Context: an optimization exercise on an open-source flow, tuned for small area and a short achievable clock period. The choices shown serve that exercise and are no tape-out recipe.
The RTL was checked by simulation tests, not by an equivalence proof against the original design.
Power is estimated from default activity; no workload was simulated.

==> flow/design.v, too long to show whole: its modules and the start of the top module <==
// module conv_mac: 2995 lines
// module conv_top: 143 lines
module conv_top (
    input  logic                 clk,
    input  logic                 rst_n,
    input  logic                 in_valid,
    input  logic [2-1:0][8-1:0] in_data,
    input  logic                 coef_wr,
    input  conv_pkg::chan_idx_t  coef_chan,
    input  conv_pkg::tap_idx_t   coef_addr,
    input  conv_pkg::coeff_t     coef_data,
    output logic                 out_valid,
    output logic [2-1:0][24-1:0] out_data
);
  // ...
==> flow/run.sh <==
#!/bin/bash
# synth_recipe.tcl (not shown) runs the flow's synth.tcl, then flattens the netlist and writes it again
# the make line also repeats each setting of config.mk as NAME=value (left out here)
make -C /OpenROAD-flow-scripts/flow DESIGN_CONFIG=/design/flow/config.mk WORK_HOME=/design/flow/orfs CLKGATE_MAP_FILE= SYNTH_SCRIPT=/design/flow/synth_recipe.tcl finish
==> flow/config.mk <==
export PLATFORM = sky130hd
export DESIGN_NAME = conv_top
export DESIGN_NICKNAME = conv_top
export VERILOG_FILES = /design/flow/design.v
export SDC_FILE = /design/flow/constraint.sdc
export NUM_CORES = 4
export LEC_CHECK = 0
export CAP_MARGIN = 20
export CORE_MARGIN = 2
export CORE_UTILIZATION = 40
export SLEW_MARGIN = 20
==> flow/constraint.sdc <==
create_clock -name core_clock -period 7.5 [get_ports {clk}]
set_input_delay 1.5000 -clock core_clock [delete_from_list [all_inputs] [get_ports {clk}]]
set_output_delay 1.5000 -clock core_clock [all_outputs]
set_load 0.01 [all_outputs]
==> metrics.md, run 1 <==
| Metric | Value |
|---|---|
| Outcome | timing/DRC/antenna clean |
| Placed Cells | 11300 |
| Mapped Nets | 9608 |
| Area of placed instances | 0.106 mm² |
| CTS Buffer Depth | 3 |
| Area share of fa/ha/maj cells after synthesis | 0.333 |
| Setup-failing EPs final | 0 |
| HPWL Detailed | 258000 µm |
| Unique masters post-synth | 62 |
| Die area | 0.254 mm² |
| Met2 usage | 0.342 |
| Buf/Inv on CP | 3 |
| Die Wd | 504 µm |
| Port-buffer cells | 82 |
| Worst rel slew slack | 0.158 |
| Post-synth top area share | 0.328 |
| Die H | 504 µm |
| Fraction of area in multi-input gates | 0.466 |
| Period minus WS final | 5.28 ns |
| Setup Skew | 0.0320 ns |
| CTS Hold Buffers Added | 0 |
| Fillers | 22700 |
| Routed Antenna Nets | 0 |
| Root Driver | clkbuf_16 |
| Routed vias | 59600 |
| P&R area growth vs syn | 11.5% |
| Max stage delay on crit path | 1.07 ns |
| First-pass GRT wire length | 451000 µm |
| CTS buffer count | 173 |
| Post-CTS Setup Bufs | 0 |
| Met3 Track Usage GR | 0.0768 |
| Maximum clock frequency | 190 MHz |
| Worst hold path type | reg -> reg |
| Vias per std cell | 5.12 |
==> module conv_top, before the edit <==
module conv_top (
    input  logic                 clk,
    input  logic                 rst_n,
    input  logic                 in_valid,
    input  logic [2-1:0][8-1:0] in_data,
    input  logic                 coef_wr,
    input  conv_pkg::chan_idx_t  coef_chan,
    input  conv_pkg::tap_idx_t   coef_addr,
    input  conv_pkg::coeff_t     coef_data,
    output logic                 out_valid,
    output logic [2-1:0][24-1:0] out_data
);
    localparam int NSR = 33;   
    localparam int NST = 3;   
    localparam int XST = 3;   
    logic        v_q;
    logic [15:0] d_q;
    logic        cw_q;
    logic        cc_q;
    logic [4:0]  ca_q;
    logic [7:0]  cd_q;
    always_ff @(posedge clk or negedge rst_n) begin
        if (!rst_n) begin
            v_q  <= 1'b0;
            cw_q <= 1'b0;
        end else begin
            v_q  <= in_valid;
            cw_q <= coef_wr;
        end
    end
    always_ff @(posedge clk) begin
        d_q  <= in_data;
        cc_q <= coef_chan;
        ca_q <= coef_addr;
        cd_q <= coef_data;
    end
    logic [1:0][24:0][7:0] coef;
    logic [1:0][7:0]       bias;
    always_ff @(posedge clk or negedge rst_n) begin
        if (!rst_n) begin
            coef <= '0;
            bias <= '0;
        end else if (cw_q) begin
            for (int c = 0; c < 2; c++) begin
                for (int t = 0; t < 25; t++) begin
                    if (cc_q == c[0] && ca_q == t[4:0]) coef[c][t] <= cd_q;
                end
                if (cc_q == c[0] && ca_q == 5'd25) bias[c] <= cd_q;
            end
        end
    end
    logic [2:0] col, row;   
    logic [NSR-1:0][15:0] sr;
    logic sr_late;    
    logic sr_row4;    
    logic [NST:1] vld;   
    logic [NST:1] lat;
    logic [NST:1] r4;
    always_ff @(posedge clk or negedge rst_n) begin
        if (!rst_n) begin
            col <= '0;
            row <= '0;
        end else if (v_q) begin
            col <= col + 3'd1;
            if (col == 3'd7) row <= row + 3'd1;
        end
    end
    always_ff @(posedge clk) begin
        if (v_q) begin
            sr[0] <= d_q;
            for (int i = 1; i < NSR; i++) sr[i] <= sr[i-1];
            sr_late <= col[2];
            sr_row4 <= row[2];
        end
    end
    always_ff @(posedge clk or negedge rst_n) begin
        if (!rst_n) begin
            vld <= '0;
        end else begin
            vld[1] <= v_q;
            for (int k = 2; k <= NST; k++) vld[k] <= vld[k-1];
        end
    end
    always_ff @(posedge clk) begin
        for (int k = 2; k <= NST; k++) begin
            lat[k] <= lat[k-1];
            r4[k]  <= r4[k-1];
        end
    end
    assign lat[1] = sr_late;
    assign r4[1]  = sr_row4;
    logic [1:0][19:0] q;
    logic [1:0][2:0][18:0] e;
    logic [1:0] nfly;
    always_comb begin
        nfly = '0;
        for (int k = XST + 1; k <= NST; k++) nfly = nfly + 2'(vld[k]);
    end
    genvar g;
    generate
        for (g = 0; g < 2; g++) begin : g_ch
            logic [NSR*8-1:0] srch;
            logic [19:0] xsel, sum;
            logic [18:0] hsel;
            for (genvar i = 0; i < NSR; i++) begin : g_sr
                assign srch[8*i +: 8] = sr[i][8*g +: 8];
            end
            always_comb begin
                case (nfly)
                    2'd0:    hsel = e[g][2];
                    2'd1:    hsel = e[g][1];
                    2'd2:    hsel = e[g][0];
                    default: hsel = q[g][18:0];
                endcase
            end
            assign xsel = lat[XST] ? {hsel[18], hsel} : {{12{bias[g][7]}}, bias[g]};
            conv_mac mac_i (
                .clk  (clk),
                .late (lat[1]),
                .sr   (srch),
                .coef (coef[g]),
                .x    (xsel),
                .sum  (sum)
            );
            always_ff @(posedge clk) begin
                if (vld[NST]) begin
                    q[g]    <= sum;
                    e[g][0] <= q[g][18:0];
                    e[g][1] <= e[g][0];
                    e[g][2] <= e[g][1];
                end
            end
            assign out_data[g] = {{4{q[g][19]}}, q[g]};
        end
    endgenerate
    always_ff @(posedge clk or negedge rst_n) begin
        if (!rst_n) begin
            out_valid <= 1'b0;
        end else begin
            out_valid <= vld[NST] & lat[NST] & r4[NST];
        end
    end
endmodule
==> inputs of run 2 (changes only) <==
--- a/flow/design.v
+++ b/flow/design.v
@@ -2799,16 +2799,22 @@
     wire s775 = c754 ^ c755 ^ s756;
     wire c775 = (c754 & c755) | (c754 & s756) | (c755 & s756);
     wire s776 = c756 ^ c757 ^ s758;
     wire c776 = (c756 & c757) | (c756 & s758) | (c757 & s758);
     wire s777 = c758 ^ c759 ^ s760;
     wire c777 = (c758 & c759) | (c758 & s760) | (c759 & s760);
     wire s778 = c761 ^ c706 ^ r2_17_176;
     wire c778 = (c761 & c706) | (c761 & r2_17_176) | (c706 & r2_17_176);
+    wire s779 = c769 ^ c770;
+    wire c779 = c769 & c770;
+    wire s780 = c771 ^ c772;
+    wire c780 = c771 & c772;
+    wire s781 = c773 ^ c774 ^ s775;
+    wire c781 = (c773 & c774) | (c773 & s775) | (c774 & s775);
     logic r3_0_0;
     always_ff @(posedge clk) r3_0_0 <= r2_0_0;
     logic r3_1_1;
     always_ff @(posedge clk) r3_1_1 <= r2_1_1;
     logic r3_1_2;
     always_ff @(posedge clk) r3_1_2 <= r2_1_2;
     logic r3_2_3;
     always_ff @(posedge clk) r3_2_3 <= s655;
@@ -2854,164 +2860,242 @@
     always_ff @(posedge clk) r3_10_23 <= c767;
     logic r3_10_24;
     always_ff @(posedge clk) r3_10_24 <= c768;
     logic r3_10_25;
     always_ff @(posedge clk) r3_10_25 <= s769;
     logic r3_10_26;
     always_ff @(posedge clk) r3_10_26 <= s770;
     logic r3_11_27;
-    always_ff @(posedge clk) r3_11_27 <= c769;
+    always_ff @(posedge clk) r3_11_27 <= s779;
     logic r3_11_28;
-    always_ff @(posedge clk) r3_11_28 <= c770;
+    always_ff @(posedge clk) r3_11_28 <= s771;
     logic r3_11_29;
-    always_ff @(posedge clk) r3_11_29 <= s771;
+    always_ff @(posedge clk) r3_11_29 <= s772;
     logic r3_11_30;
-    always_ff @(posedge clk) r3_11_30 <= s772;
-    logic r3_11_31;
-    always_ff @(posedge clk) r3_11_31 <= s731;
+    always_ff @(posedge clk) r3_11_30 <= s731;
+    logic r3_12_31;
+    always_ff @(posedge clk) r3_12_31 <= c779;
     logic r3_12_32;
-    always_ff @(posedge clk) r3_12_32 <= c771;
+    always_ff @(posedge clk) r3_12_32 <= s780;
     logic r3_12_33;
-    always_ff @(posedge clk) r3_12_33 <= c772;
+    always_ff @(posedge clk) r3_12_33 <= s773;
     logic r3_12_34;
-    always_ff @(posedge clk) r3_12_34 <= s773;
-    logic r3_12_35;
-    always_ff @(posedge clk) r3_12_35 <= s774;
+    always_ff @(posedge clk) r3_12_34 <= s774;
+    logic r3_13_35;
+    always_ff @(posedge clk) r3_13_35 <= c780;
     logic r3_13_36;
-    always_ff @(posedge clk) r3_13_36 <= c773;
+    always_ff @(posedge clk) r3_13_36 <= s781;
     logic r3_13_37;
-    always_ff @(posedge clk) r3_13_37 <= c774;
+    always_ff @(posedge clk) r3_13_37 <= s757;
     logic r3_13_38;
-    always_ff @(posedge clk) r3_13_38 <= s775;
-    logic r3_13_39;
-    always_ff @(posedge clk) r3_13_39 <= s757;
-    logic r3_13_40;
-    always_ff @(posedge clk) r3_13_40 <= s702;
+    always_ff @(posedge clk) r3_13_38 <= s702;
+    logic r3_14_39;
+    always_ff @(posedge clk) r3_14_39 <= c781;
+    logic r3_14_40;
+    always_ff @(posedge clk) r3_14_40 <= c775;
     logic r3_14_41;
-    always_ff @(posedge clk) r3_14_41 <= c775;
+    always_ff @(posedge clk) r3_14_41 <= s776;
     logic r3_14_42;
-    always_ff @(posedge clk) r3_14_42 <= s776;
-    logic r3_14_43;
-    always_ff @(posedge clk) r3_14_43 <= s759;
+    always_ff @(posedge clk) r3_14_42 <= s759;
+    logic r3_15_43;
+    always_ff @(posedge clk) r3_15_43 <= c776;
     logic r3_15_44;
-    always_ff @(posedge clk) r3_15_44 <= c776;
+    always_ff @(posedge clk) r3_15_44 <= s777;
     logic r3_15_45;
-    always_ff @(posedge clk) r3_15_45 <= s777;
+    always_ff @(posedge clk) r3_15_45 <= r2_15_171;
     logic r3_15_46;
-    always_ff @(posedge clk) r3_15_46 <= r2_15_171;
-    logic r3_15_47;
-    always_ff @(posedge clk) r3_15_47 <= r2_15_172;
+    always_ff @(posedge clk) r3_15_46 <= r2_15_172;
+    logic r3_16_47;
+    always_ff @(posedge clk) r3_16_47 <= c777;
     logic r3_16_48;
-    always_ff @(posedge clk) r3_16_48 <= c777;
+    always_ff @(posedge clk) r3_16_48 <= c760;
     logic r3_16_49;
-    always_ff @(posedge clk) r3_16_49 <= c760;
-    logic r3_16_50;
-    always_ff @(posedge clk) r3_16_50 <= s761;
-    logic r3_17_51;
-    always_ff @(posedge clk) r3_17_51 <= s778;
-    logic r3_18_52;
-    always_ff @(posedge clk) r3_18_52 <= c778;
-    wire s779 = r3_1_1 ^ r3_1_2 ^ x[1];
-    wire c779 = (r3_1_1 & r3_1_2) | (r3_1_1 & x[1]) | (r3_1_2 & x[1]);
-    wire s780 = r3_2_3 ^ r3_2_4 ^ x[2];
-    wire c780 = (r3_2_3 & r3_2_4) | (r3_2_3 & x[2]) | (r3_2_4 & x[2]);
-    wire s781 = r3_3_5 ^ r3_3_6 ^ x[3];
-    wire c781 = (r3_3_5 & r3_3_6) | (r3_3_5 & x[3]) | (r3_3_6 & x[3]);
-    wire s782 = r3_6_9 ^ r3_6_10 ^ r3_6_11;
-    wire c782 = (r3_6_9 & r3_6_10) | (r3_6_9 & r3_6_11) | (r3_6_10 & r3_6_11);
-    wire s783 = r3_7_12 ^ r3_7_13 ^ r3_7_14;
-    wire c783 = (r3_7_12 & r3_7_13) | (r3_7_12 & r3_7_14) | (r3_7_13 & r3_7_14);
-    wire s784 = 1'b1 ^ r3_8_16 ^ r3_8_17;
-    wire c784 = (1'b1 & r3_8_16) | (1'b1 & r3_8_17) | (r3_8_16 & r3_8_17);
-    wire s785 = r3_9_19 ^ r3_9_20 ^ r3_9_21;
-    wire c785 = (r3_9_19 & r3_9_20) | (r3_9_19 & r3_9_21) | (r3_9_20 & r3_9_21);
-    wire s786 = 1'b1 ^ r3_10_23 ^ r3_10_24;
-    wire c786 = (1'b1 & r3_10_23) | (1'b1 & r3_10_24) | (r3_10_23 & r3_10_24);
-    wire s787 = r3_10_25 ^ r3_10_26 ^ x[10];
-    wire c787 = (r3_10_25 & r3_10_26) | (r3_10_25 & x[10]) | (r3_10_26 & x[10]);
-    wire s788 = 1'b1 ^ r3_11_27 ^ r3_11_28;
-    wire c788 = (1'b1 & r3_11_27) | (1'b1 & r3_11_28) | (r3_11_27 & r3_11_28);
-    wire s789 = r3_11_29 ^ r3_11_30 ^ r3_11_31;
-    wire c789 = (r3_11_29 & r3_11_30) | (r3_11_29 & r3_11_31) | (r3_11_30 & r3_11_31);
-    wire s790 = r3_12_32 ^ r3_12_33 ^ r3_12_34;
-    wire c790 = (r3_12_32 & r3_12_33) | (r3_12_32 & r3_12_34) | (r3_12_33 & r3_12_34);
-    wire s791 = r3_13_36 ^ r3_13_37 ^ r3_13_38;
-    wire c791 = (r3_13_36 & r3_13_37) | (r3_13_36 & r3_13_38) | (r3_13_37 & r3_13_38);
-    wire s792 = r3_13_39 ^ r3_13_40 ^ x[13];
-    wire c792 = (r3_13_39 & r3_13_40) | (r3_13_39 & x[13]) | (r3_13_40 & x[13]);
-    wire s793 = r3_14_41 ^ r3_14_42 ^ r3_14_43;
-    wire c793 = (r3_14_41 & r3_14_42) | (r3_14_41 & r3_14_43) | (r3_14_42 & r3_14_43);
-    wire s794 = 1'b1 ^ r3_15_44 ^ r3_15_45;
-    wire c794 = (1'b1 & r3_15_44) | (1'b1 & r3_15_45) | (r3_15_44 & r3_15_45);
-    wire s795 = r3_15_46 ^ r3_15_47 ^ x[15];
-    wire c795 = (r3_15_46 & r3_15_47) | (r3_15_46 & x[15]) | (r3_15_47 & x[15]);
-    wire s796 = 1'b1 ^ r3_16_48 ^ r3_16_49;
-    wire c796 = (1'b1 & r3_16_48) | (1'b1 & r3_16_49) | (r3_16_48 & r3_16_49);
-    wire s797 = c781 ^ r3_4_7 ^ x[4];
-    wire c797 = (c781 & r3_4_7) | (c781 & x[4]) | (r3_4_7 & x[4]);
-    wire s798 = c782 ^ s783 ^ r3_7_15;
-    wire c798 = (c782 & s783) | (c782 & r3_7_15) | (s783 & r3_7_15);
-    wire s799 = c783 ^ s784 ^ r3_8_18;
-    wire c799 = (c783 & s784) | (c783 & r3_8_18) | (s784 & r3_8_18);
-    wire s800 = c784 ^ s785 ^ r3_9_22;
-    wire c800 = (c784 & s785) | (c784 & r3_9_22) | (s785 & r3_9_22);
-    wire s801 = c785 ^ s786 ^ s787;
-    wire c801 = (c785 & s786) | (c785 & s787) | (s786 & s787);
-    wire s802 = c786 ^ c787 ^ s788;
-    wire c802 = (c786 & c787) | (c786 & s788) | (c787 & s788);
-    wire s803 = c788 ^ c789 ^ s790;
-    wire c803 = (c788 & c789) | (c788 & s790) | (c789 & s790);
-    wire s804 = c790 ^ s791 ^ s792;
-    wire c804 = (c790 & s791) | (c790 & s792) | (s791 & s792);
-    wire s805 = c791 ^ c792 ^ s793;
-    wire c805 = (c791 & c792) | (c791 & s793) | (c792 & s793);
-    wire s806 = c793 ^ s794 ^ s795;
-    wire c806 = (c793 & s794) | (c793 & s795) | (s794 & s795);
-    wire s807 = c794 ^ c795 ^ s796;
-    wire c807 = (c794 & c795) | (c794 & s796) | (c795 & s796);
-    wire s808 = c796 ^ r3_17_51 ^ x[17];
-    wire c808 = (c796 & r3_17_51) | (c796 & x[17]) | (r3_17_51 & x[17]);
-    wire s809 = c797 ^ r3_5_8 ^ x[5];
-    wire c809 = (c797 & r3_5_8) | (c797 & x[5]) | (r3_5_8 & x[5]);
-    wire s810 = c798 ^ s799 ^ x[8];
-    wire c810 = (c798 & s799) | (c798 & x[8]) | (s799 & x[8]);
-    wire s811 = c799 ^ s800 ^ x[9];
-    wire c811 = (c799 & s800) | (c799 & x[9]) | (s800 & x[9]);
-    wire s812 = c801 ^ s802 ^ s789;
-    wire c812 = (c801 & s802) | (c801 & s789) | (s802 & s789);
-    wire s813 = c802 ^ s803 ^ r3_12_35;
-    wire c813 = (c802 & s803) | (c802 & r3_12_35) | (s803 & r3_12_35);
-    wire s814 = c804 ^ s805 ^ x[14];
-    wire c814 = (c804 & s805) | (c804 & x[14]) | (s805 & x[14]);
-    wire s815 = c806 ^ s807 ^ r3_16_50;
-    wire c815 = (c806 & s807) | (c806 & r3_16_50) | (s807 & r3_16_50);
-    wire s816 = c808 ^ r3_18_52 ^ x[18];
-    wire c816 = (c808 & r3_18_52) | (c808 & x[18]) | (r3_18_52 & x[18]);
-    wire s817 = c809 ^ s782 ^ x[6];
-    wire c817 = (c809 & s782) | (c809 & x[6]) | (s782 & x[6]);
-    wire s818 = c811 ^ c800 ^ s801;
-    wire c818 = (c811 & c800) | (c811 & s801) | (c800 & s801);
-    wire s819 = c812 ^ s813 ^ x[12];
-    wire c819 = (c812 & s813) | (c812 & x[12]) | (s813 & x[12]);
-    wire s820 = c813 ^ c803 ^ s804;
-    wire c820 = (c813 & c803) | (c813 & s804) | (c803 & s804);
-    wire s821 = c814 ^ c805 ^ s806;
-    wire c821 = (c814 & c805) | (c814 & s806) | (c805 & s806);
-    wire s822 = c815 ^ c807 ^ s808;
-    wire c822 = (c815 & c807) | (c815 & s808) | (c807 & s808);
-    wire s823 = 1'b1 ^ c816 ^ x[19];
-    wire c823 = (1'b1 & c816) | (1'b1 & x[19]) | (c816 & x[19]);
-    wire s824 = c817 ^ s798 ^ x[7];
-    wire c824 = (c817 & s798) | (c817 & x[7]) | (s798 & x[7]);
-    wire s825 = c818 ^ s812 ^ x[11];
-    wire c825 = (c818 & s812) | (c818 & x[11]) | (s812 & x[11]);
-    wire s826 = c821 ^ s815 ^ x[16];
-    wire c826 = (c821 & s815) | (c821 & x[16]) | (s815 & x[16]);
-    assign sum = {s823, c822, c826, s826, s821, c820, c819, c825, s825, s818, c810, c824, s824, s817, s809, s797, c780, c779, s779, r3_0_0} + {1'b0, s816, s822, 1'b0, 1'b0, s814, s820, s819, 1'b0, 1'b0, s811, s810, 1'b0, 1'b0, 1'b0, 1'b0, s781, s780, 1'b0, x[0]};
+    always_ff @(posedge clk) r3_16_49 <= s761;
+    logic r3_17_50;
+    always_ff @(posedge clk) r3_17_50 <= s778;
+    logic r3_18_51;
+    always_ff @(posedge clk) r3_18_51 <= c778;
+    wire s782 = r3_7_12 ^ r3_7_13;
+    wire c782 = r3_7_12 & r3_7_13;
+    wire s783 = 1'b1 ^ r3_8_16 ^ r3_8_17;
+    wire c783 = (1'b1 & r3_8_16) | (1'b1 & r3_8_17) | (r3_8_16 & r3_8_17);
+    wire s784 = r3_9_19 ^ r3_9_20 ^ r3_9_21;
+    wire c784 = (r3_9_19 & r3_9_20) | (r3_9_19 & r3_9_21) | (r3_9_20 & r3_9_21);
+    wire s785 = 1'b1 ^ r3_10_23 ^ r3_10_24;
+    wire c785 = (1'b1 & r3_10_23) | (1'b1 & r3_10_24) | (r3_10_23 & r3_10_24);
+    wire s786 = r3_10_25 ^ r3_10_26;
+    wire c786 = r3_10_25 & r3_10_26;
+    wire s787 = 1'b1 ^ r3_11_27 ^ r3_11_28;
+    wire c787 = (1'b1 & r3_11_27) | (1'b1 & r3_11_28) | (r3_11_27 & r3_11_28);
+    wire s788 = r3_11_29 ^ r3_11_30 ^ x[11];
+    wire c788 = (r3_11_29 & r3_11_30) | (r3_11_29 & x[11]) | (r3_11_30 & x[11]);
+    wire s789 = r3_12_31 ^ r3_12_32 ^ r3_12_33;
+    wire c789 = (r3_12_31 & r3_12_32) | (r3_12_31 & r3_12_33) | (r3_12_32 & r3_12_33);
+    wire s790 = r3_12_34 ^ x[12];
+    wire c790 = r3_12_34 & x[12];
+    wire s791 = r3_13_35 ^ r3_13_36 ^ r3_13_37;
+    wire c791 = (r3_13_35 & r3_13_36) | (r3_13_35 & r3_13_37) | (r3_13_36 & r3_13_37);
+    wire s792 = r3_13_38 ^ x[13];
+    wire c792 = r3_13_38 & x[13];
+    wire s793 = r3_14_39 ^ r3_14_40 ^ r3_14_41;
+    wire c793 = (r3_14_39 & r3_14_40) | (r3_14_39 & r3_14_41) | (r3_14_40 & r3_14_41);
+    wire s794 = r3_14_42 ^ x[14];
+    wire c794 = r3_14_42 & x[14];
+    wire s795 = 1'b1 ^ r3_15_43 ^ r3_15_44;
+    wire c795 = (1'b1 & r3_15_43) | (1'b1 & r3_15_44) | (r3_15_43 & r3_15_44);
+    wire s796 = r3_15_45 ^ r3_15_46 ^ x[15];
+    wire c796 = (r3_15_45 & r3_15_46) | (r3_15_45 & x[15]) | (r3_15_46 & x[15]);
+    wire s797 = 1'b1 ^ r3_16_47 ^ r3_16_48;
+    wire c797 = (1'b1 & r3_16_47) | (1'b1 & r3_16_48) | (r3_16_47 & r3_16_48);
+    wire s798 = r3_16_49 ^ x[16];
+    wire c798 = r3_16_49 & x[16];
+    wire s799 = r3_6_9 ^ r3_6_10;
+    wire c799 = r3_6_9 & r3_6_10;
+    wire s800 = s782 ^ r3_7_14 ^ r3_7_15;
+    wire c800 = (s782 & r3_7_14) | (s782 & r3_7_15) | (r3_7_14 & r3_7_15);
+    wire s801 = c782 ^ s783 ^ r3_8_18;
+    wire c801 = (c782 & s783) | (c782 & r3_8_18) | (s783 & r3_8_18);
+    wire s802 = c783 ^ s784 ^ r3_9_22;
+    wire c802 = (c783 & s784) | (c783 & r3_9_22) | (s784 & r3_9_22);
+    wire s803 = c784 ^ s785 ^ s786;
+    wire c803 = (c784 & s785) | (c784 & s786) | (s785 & s786);
+    wire s804 = c785 ^ c786 ^ s787;
+    wire c804 = (c785 & c786) | (c785 & s787) | (c786 & s787);
+    wire s805 = c787 ^ c788 ^ s789;
+    wire c805 = (c787 & c788) | (c787 & s789) | (c788 & s789);
+    wire s806 = c789 ^ c790 ^ s791;
+    wire c806 = (c789 & c790) | (c789 & s791) | (c790 & s791);
+    wire s807 = c791 ^ c792 ^ s793;
+    wire c807 = (c791 & c792) | (c791 & s793) | (c792 & s793);
+    wire s808 = c793 ^ c794 ^ s795;
+    wire c808 = (c793 & c794) | (c793 & s795) | (c794 & s795);
+    wire s809 = c795 ^ c796 ^ s797;
+    wire c809 = (c795 & c796) | (c795 & s797) | (c796 & s797);
+    wire s810 = c797 ^ c798 ^ r3_17_50;
+    wire c810 = (c797 & c798) | (c797 & r3_17_50) | (c798 & r3_17_50);
+    wire s811 = r3_1_1 ^ r3_1_2;
+    wire c811 = r3_1_1 & r3_1_2;
+    wire s812 = r3_2_3 ^ r3_2_4 ^ x[2];
+    wire c812 = (r3_2_3 & r3_2_4) | (r3_2_3 & x[2]) | (r3_2_4 & x[2]);
+    wire s813 = r3_3_5 ^ r3_3_6 ^ x[3];
+    wire c813 = (r3_3_5 & r3_3_6) | (r3_3_5 & x[3]) | (r3_3_6 & x[3]);
+    wire s814 = r3_4_7 ^ x[4];
+    wire c814 = r3_4_7 & x[4];
+    wire s815 = r3_5_8 ^ x[5];
+    wire c815 = r3_5_8 & x[5];
+    wire s816 = s799 ^ r3_6_11 ^ x[6];
+    wire c816 = (s799 & r3_6_11) | (s799 & x[6]) | (r3_6_11 & x[6]);
+    wire s817 = c799 ^ s800 ^ x[7];
+    wire c817 = (c799 & s800) | (c799 & x[7]) | (s800 & x[7]);
+    wire s818 = c800 ^ s801 ^ x[8];
+    wire c818 = (c800 & s801) | (c800 & x[8]) | (s801 & x[8]);
+    wire s819 = c801 ^ s802 ^ x[9];
+    wire c819 = (c801 & s802) | (c801 & x[9]) | (s802 & x[9]);
+    wire s820 = c802 ^ s803 ^ x[10];
+    wire c820 = (c802 & s803) | (c802 & x[10]) | (s803 & x[10]);
+    wire s821 = c803 ^ s804 ^ s788;
+    wire c821 = (c803 & s804) | (c803 & s788) | (s804 & s788);
+    wire s822 = c804 ^ s805 ^ s790;
+    wire c822 = (c804 & s805) | (c804 & s790) | (s805 & s790);
+    wire s823 = c805 ^ s806 ^ s792;
+    wire c823 = (c805 & s806) | (c805 & s792) | (s806 & s792);
+    wire s824 = c806 ^ s807 ^ s794;
+    wire c824 = (c806 & s807) | (c806 & s794) | (s807 & s794);
+    wire s825 = c807 ^ s808 ^ s796;
+    wire c825 = (c807 & s808) | (c807 & s796) | (s808 & s796);
+    wire s826 = c808 ^ s809 ^ s798;
+    wire c826 = (c808 & s809) | (c808 & s798) | (s809 & s798);
+    wire s827 = c809 ^ s810 ^ x[17];
+    wire c827 = (c809 & s810) | (c809 & x[17]) | (s810 & x[17]);
+    wire s828 = c810 ^ r3_18_51 ^ x[18];
+    wire c828 = (c810 & r3_18_51) | (c810 & x[18]) | (r3_18_51 & x[18]);
+    wire s829 = 1'b1 ^ x[19];
+    wire c829 = 1'b1 & x[19];
+    logic r4_0_0;
+    always_ff @(posedge clk) r4_0_0 <= r3_0_0;
+    logic r4_0_1;
+    always_ff @(posedge clk) r4_0_1 <= x[0];
+    logic r4_1_2;
+    always_ff @(posedge clk) r4_1_2 <= s811;
+    logic r4_1_3;
+    always_ff @(posedge clk) r4_1_3 <= x[1];
+    logic r4_2_4;
+    always_ff @(posedge clk) r4_2_4 <= c811;
+    logic r4_2_5;
+    always_ff @(posedge clk) r4_2_5 <= s812;
+    logic r4_3_6;
+    always_ff @(posedge clk) r4_3_6 <= c812;
+    logic r4_3_7;
+    always_ff @(posedge clk) r4_3_7 <= s813;
+    logic r4_4_8;
+    always_ff @(posedge clk) r4_4_8 <= c813;
+    logic r4_4_9;
+    always_ff @(posedge clk) r4_4_9 <= s814;
+    logic r4_5_10;
+    always_ff @(posedge clk) r4_5_10 <= c814;
+    logic r4_5_11;
+    always_ff @(posedge clk) r4_5_11 <= s815;
+    logic r4_6_12;
+    always_ff @(posedge clk) r4_6_12 <= c815;
+    logic r4_6_13;
+    always_ff @(posedge clk) r4_6_13 <= s816;
+    logic r4_7_14;
+    always_ff @(posedge clk) r4_7_14 <= c816;
+    logic r4_7_15;
+    always_ff @(posedge clk) r4_7_15 <= s817;
+    logic r4_8_16;
+    always_ff @(posedge clk) r4_8_16 <= c817;
+    logic r4_8_17;
+    always_ff @(posedge clk) r4_8_17 <= s818;
+    logic r4_9_18;
+    always_ff @(posedge clk) r4_9_18 <= c818;
+    logic r4_9_19;
+    always_ff @(posedge clk) r4_9_19 <= s819;
+    logic r4_10_20;
+    always_ff @(posedge clk) r4_10_20 <= c819;
+    logic r4_10_21;
+    always_ff @(posedge clk) r4_10_21 <= s820;
+    logic r4_11_22;
+    always_ff @(posedge clk) r4_11_22 <= c820;
+    logic r4_11_23;
+    always_ff @(posedge clk) r4_11_23 <= s821;
+    logic r4_12_24;
+    always_ff @(posedge clk) r4_12_24 <= c821;
+    logic r4_12_25;
+    always_ff @(posedge clk) r4_12_25 <= s822;
+    logic r4_13_26;
+    always_ff @(posedge clk) r4_13_26 <= c822;
+    logic r4_13_27;
+    always_ff @(posedge clk) r4_13_27 <= s823;
+    logic r4_14_28;
+    always_ff @(posedge clk) r4_14_28 <= c823;
+    logic r4_14_29;
+    always_ff @(posedge clk) r4_14_29 <= s824;
+    logic r4_15_30;
+    always_ff @(posedge clk) r4_15_30 <= c824;
+    logic r4_15_31;
+    always_ff @(posedge clk) r4_15_31 <= s825;
+    logic r4_16_32;
+    always_ff @(posedge clk) r4_16_32 <= c825;
+    logic r4_16_33;
+    always_ff @(posedge clk) r4_16_33 <= s826;
+    logic r4_17_34;
+    always_ff @(posedge clk) r4_17_34 <= c826;
+    logic r4_17_35;
+    always_ff @(posedge clk) r4_17_35 <= s827;
+    logic r4_18_36;
+    always_ff @(posedge clk) r4_18_36 <= c827;
+    logic r4_18_37;
+    always_ff @(posedge clk) r4_18_37 <= s828;
+    logic r4_19_38;
+    always_ff @(posedge clk) r4_19_38 <= c828;
+    logic r4_19_39;
+    always_ff @(posedge clk) r4_19_39 <= s829;
+    assign sum = {r4_19_38, r4_18_36, r4_17_34, r4_16_32, r4_15_30, r4_14_28, r4_13_26, r4_12_24, r4_11_22, r4_10_20, r4_9_18, r4_8_16, r4_7_14, r4_6_12, r4_5_10, r4_4_8, r4_3_6, r4_2_4, r4_1_2, r4_0_0} + {r4_19_39, r4_18_37, r4_17_35, r4_16_33, r4_15_31, r4_14_29, r4_13_27, r4_12_25, r4_11_23, r4_10_21, r4_9_19, r4_8_17, r4_7_15, r4_6_13, r4_5_11, r4_4_9, r4_3_7, r4_2_5, r4_1_3, r4_0_1};
 endmodule
 `default_nettype wire
 `timescale 1ns/10ps
 `default_nettype none
 module conv_top (
     input  logic                 clk,
     input  logic                 rst_n,
     input  logic                 in_valid,
@@ -3019,17 +3103,17 @@
     input  logic                 coef_wr,
     input  conv_pkg::chan_idx_t  coef_chan,
     input  conv_pkg::tap_idx_t   coef_addr,
     input  conv_pkg::coeff_t     coef_data,
     output logic                 out_valid,
     output logic [2-1:0][24-1:0] out_data
 );
     localparam int NSR = 33;   
-    localparam int NST = 3;   
+    localparam int NST = 4;   
     localparam int XST = 3;   
     logic        v_q;
     logic [15:0] d_q;
     logic        cw_q;
     logic        cc_q;
     logic [4:0]  ca_q;
     logic [7:0]  cd_q;
     always_ff @(posedge clk or negedge rst_n) begin
==> run 2 against run 1 <==
  * Still clean on timing, DRC and antenna
  * Synthesized area increased by 2.9%
  * Critical path depth shrank 1
  * Combinational power decreased by 9.8%
  * Utilization about the same
  * Via count is 5.3% higher
  * Synthesized cell count grew 3.3%
  * Cell area grew 3.1%
  * Global-route usage grew 4.2 points
  * Fmax increased by 7.1%
  * Clock skew rose by 0.044 ns
  * Critical endpoint is now g_ch[1].mac_i.r2_8_78
  * Largest power group unchanged
  * Highest routed layer unchanged
==> metrics.md, run 2 <==
| Metric | Value |
|---|---|
| Outcome | timing/DRC/antenna clean (unchanged) |
| Layout cell share with drive strength beyond 1 | 0.138 (about the same) |
| Prevailing post-synth register cell | edfxtp_1 (unchanged) |
| Nets@finish | 10100 (was 9866) |
| Commonest non-fill, non-tap cell in the layout | inv_1 (unchanged) |
| Clock latency on the worst-skew pair | 0.91 ns (was 0.86 ns) |
| Worst Tran Pin Value | 1.34 ns (was 1.24 ns) |
| Worst setup SP type | register (unchanged) |
| Multi-input logic area | 0.0533 mm² (was 0.0520 mm²) |
| Worst path required time | 8.25 ns (was 8.27 ns) |
| Register area | 0.0428 mm² (was 0.0412 mm²) |
| Die H | 512 µm (was 504 µm) |
| Pin count of the biggest net entering global routing | 143 (was 177) |
| Root Driver | clkbuf_16 (unchanged) |
| Post-synth top area share | 0.316 (was 0.328) |
| CTS tree | done (unchanged) |
| Biggest register | sr (unchanged) |
| Post-CTS Setup Bufs | 0 (unchanged) |
| Synthesized flop and latch total | 1687 (was 1606) |
| Area leader, netlist | fa_1 (unchanged) |
| Setup WS pre-CTS | 2.77 ns (was 2.21 ns) |
| Port-buffer cells | 82 (unchanged) |
| CTS buffer count | 185 (was 173) |
| Maximum clock frequency | 203 MHz (was 190 MHz) |
| Routability cong. | 1.02 (was 0.994) |
| CP Capture Type | register (unchanged) |
| DRT Pass-1 Iters | 5 (unchanged) |
| GR Overflow Total | 0 (unchanged) |
| Area contributors post-synth | fa_1 (32%), edfxtp_1 (20%), dfxtp_1 (11%) (was fa_1 (33%), edfxtp_1 (21%), dfrtp_1 (11%)) |
| Num Clock Sinks | 1687 (was 1606) |
| Mapped Cells | 8159 (was 7897) |
| Worst R2R Start | sr_late (unchanged) |
| Final period utilization | 0.657 (was 0.704) |
| Leakage Power | 50.4 nW (was 49.2 nW) |
| Synthesis Warnings | 4 (unchanged) |
| DRT iter0 DRCs | 8211 (was 6780) |
| Initial antenna violation count | 50 (was 40) |
| Fin util | 0.449 (about the same) |
| Async set-reset flop share out of synthesis | 0.254 (was 0.267) |
| CTS Buffer Depth | 3 (unchanged) |
| Unique masters post-synth | 64 (was 62) |
| Mean Syn Cell Area | 12.6 µm² (was 12.7 µm²) |
| Routed Antenna Nets | 0 (unchanged) |
| Top Registers | sr x528, coef x400, e x114 (unchanged) |
| Initial Utilization | 0.402 (about the same) |
| Max-slew violations | 0 (unchanged) |
| Final WL | 378000 µm (was 315000 µm) |
| Setup TNS | 0 ns (unchanged) |
| Drt drc | 0 (unchanged) |
| Die area | 0.262 mm² (was 0.254 mm²) |
| WP data arrival | 5.67 ns (was 6.04 ns) |
| RSZ-0062 raised after global routing | no (unchanged) |
| I/O pin total | 83 (unchanged) |
| Routed vias | 62800 (was 59600) |
| Placed Cells | 11600 (was 11300) |
| WHS Endpoint | r4[3] (was g_ch[0].mac_i.r3_1_2) |
| Num rows | 186 (was 183) |
| Worst VDD drop | 292 µV (was 510 µV) |
| CTS Hold Buffers Added | 0 (unchanged) |
| Post-Layout Cell Count | 11900 (was 11600) |
| P&R area growth vs syn | 11.7% (was 11.5%) |
| Most frequent cells in the layout | inv_1 (1718), fa_1 (1626), edfxtp_1 (684) (was inv_1 (1764), fa_1 (1642), edfxtp_1 (684)) |
| FF-to-FF setup slack | 2.57 ns (was 2.22 ns) |
| Most numerous cell in the Yosys netlist | inv_1 (unchanged) |
| RR Endpoint | g_ch[1].mac_i.r2_8_78 (was g_ch[1].mac_i.r2_9_96) |
| Vias per std cell | 5.26 (was 5.12) |
| Setup Skew | 0.0756 ns (was 0.0320 ns) |
| Clk slew on worst S/H paths | 0.06 ns (about the same) |
| Pwr dens | 452 mW/mm² (was 479 mW/mm²) |
| Synthesized area | 0.103 mm² (was 0.100 mm²) |
| Core region area | 0.257 mm² (was 0.249 mm²) |
| Die Wd | 512 µm (was 504 µm) |
| Worst Path Max Fanout | 142 (was 118) |
| GRT Util Overall | 0.291 (was 0.249) |
| Commonest cells in the netlist | inv_1 (1718), fa_1 (1626), edfxtp_1 (684) (was inv_1 (1764), fa_1 (1642), edfxtp_1 (684)) |
| Fillers | 23500 (was 22700) |
| Number of flip-flops in the largest register | 528 (unchanged) |
| Reg2reg path depth | 8 (was 9) |
| Vias in the first global route | 65400 (was 62100) |
| Worst hold path type | reg -> reg (unchanged) |
| CTS resizes | 0 (unchanged) |
| Min-delay src | r4[2] (was g_ch[0].mac_i.r2_1_2) |
| Hold Path Depth | 0 (unchanged) |
| Max-cap viol count | 0 (unchanged) |
| Setup-failing EPs final | 0 (unchanged) |
| HPWL Detailed | 305000 µm (was 258000 µm) |
| Fin. Hold Viols | 0 (unchanged) |
| EDFF count, synth | 684 (unchanged) |
| # H-tree levels | 4 (unchanged) |
| Worst rel slew slack | 0.105 (was 0.158) |
| Period minus WS final | 4.93 ns (was 5.28 ns) |
| Wirelength per Cell | 31.6 µm (was 27.0 µm) |
| Seq/Total Area, Yosys | 0.415 (was 0.411) |
| Crit Path Category | reg -> reg (unchanged) |
| Mapped Nets | 9894 (was 9608) |
| Final WS setup | 2.57 ns (was 2.22 ns) |
| First-pass GRT wire length | 527000 µm (was 451000 µm) |
-- run 2: logic make-up after synthesis --
kind of cell             count (synthesis)  synth area share
AND/OR/NAND/NOR                       1843            0.0849
adder cells (fa/ha/maj)               1701             0.325
AO/OA/AOI/OAI                          130           0.00824
multiplexers                           900            0.0951
XOR/XNOR                                37           0.00314
buffers and inverters                 1861            0.0689
flip-flops                            1687             0.415
-- run 2: layer usage --
metal	up-vias	wire length, µm	track usage
met5	-	69	0
li1	25300	-	-
met4	10	9280	0.0698
met1	33600	173000	0.449
met2	3269	150000	0.391
met3	496	46100	0.0952
-- run 2: power by group --
part           switching (mW)  internal (mW)
clock                    4.19           5.67
combinational            18.0           10.5
sequential               1.31           12.4
-- run 2: worst max-delay path, stage by stage (launching register included) --
cell	delay (ns)
edfxtp_1	0.46
buf_12	0.36
mux2i_1	1.02
nor2_1	0.19
fa_1	0.56
fa_1	0.74
fa_1	0.48
inv_1	0.08
fa_1	0.41
-- run 2: through the flow --
stage / area (µm²) / total power [mW] / hold WS [ns]
3_5_place_dp: 108000 / 41.9 / 0.312
5_1_grt: 115000 / 55.8 / 0.326
2_1_floorplan: 103000 / 29.0 / 0.310
3_3_place_gp: 108000 / 41.3 / 0.312
4_1_cts: 115000 / 51.9 / 0.324
6_report: 115000 / 52.1 / 0.324
-- run 2: worst max path at each step --
stage	startpoint	to	slack, ns	cells after the start
global placement	sr_late	g_ch[0].mac_i.r2_6_43	2.69	10
floorplan	v_q	row[1]	0.07	2
detailed placement	sr_late	g_ch[0].mac_i.r2_10_115	2.77	11
global route	sr_late	g_ch[0].mac_i.r2_10_116	2.52	11
CTS	sr_late	g_ch[0].mac_i.r2_3_11	2.74	10
finish	sr_late	g_ch[1].mac_i.r2_8_78	2.57	8
-- run 2: layout make-up --
class / instances / area share
tap: 3384 / 0.0368
clock inverter: 101 / 0.0113
multi-input combinational: 4611 / 0.463
timing repair buffer: 165 / 0.0142
antenna: 13 / 0.000283
clock buffer: 251 / 0.0467
sequential: 1687 / 0.372
inverter: 1718 / 0.0560

## re-timing with driven ports
The flow's constraints put no driver on any port. The routed layouts listed below were extracted and timed again, unchanged, in two steps.
Step 1, drivers: a clkbuf_16 drives clk and a buf_2 each remaining input, both assumed.
Step 2 times the ports against the registers' clock, not the clock port: input delays grow and output delays shrink by t, the midpoint of the rising clock arrivals with the driver on.
Slacks: ideal / step 1 / step 2; pairs: ideal / step 1.
run	t, ns	setup slack, ns	hold WS [ns]	worst setup path at the end
run 1	0.935	2.223 / 2.223 / 2.223	0.327 / 0.327 / 0.327	register to register
run 2	0.962	2.573 / 2.573 / 2.573	0.324 / 0.324 / 0.324	register to register
After both steps setup and hold are still met in every run listed.
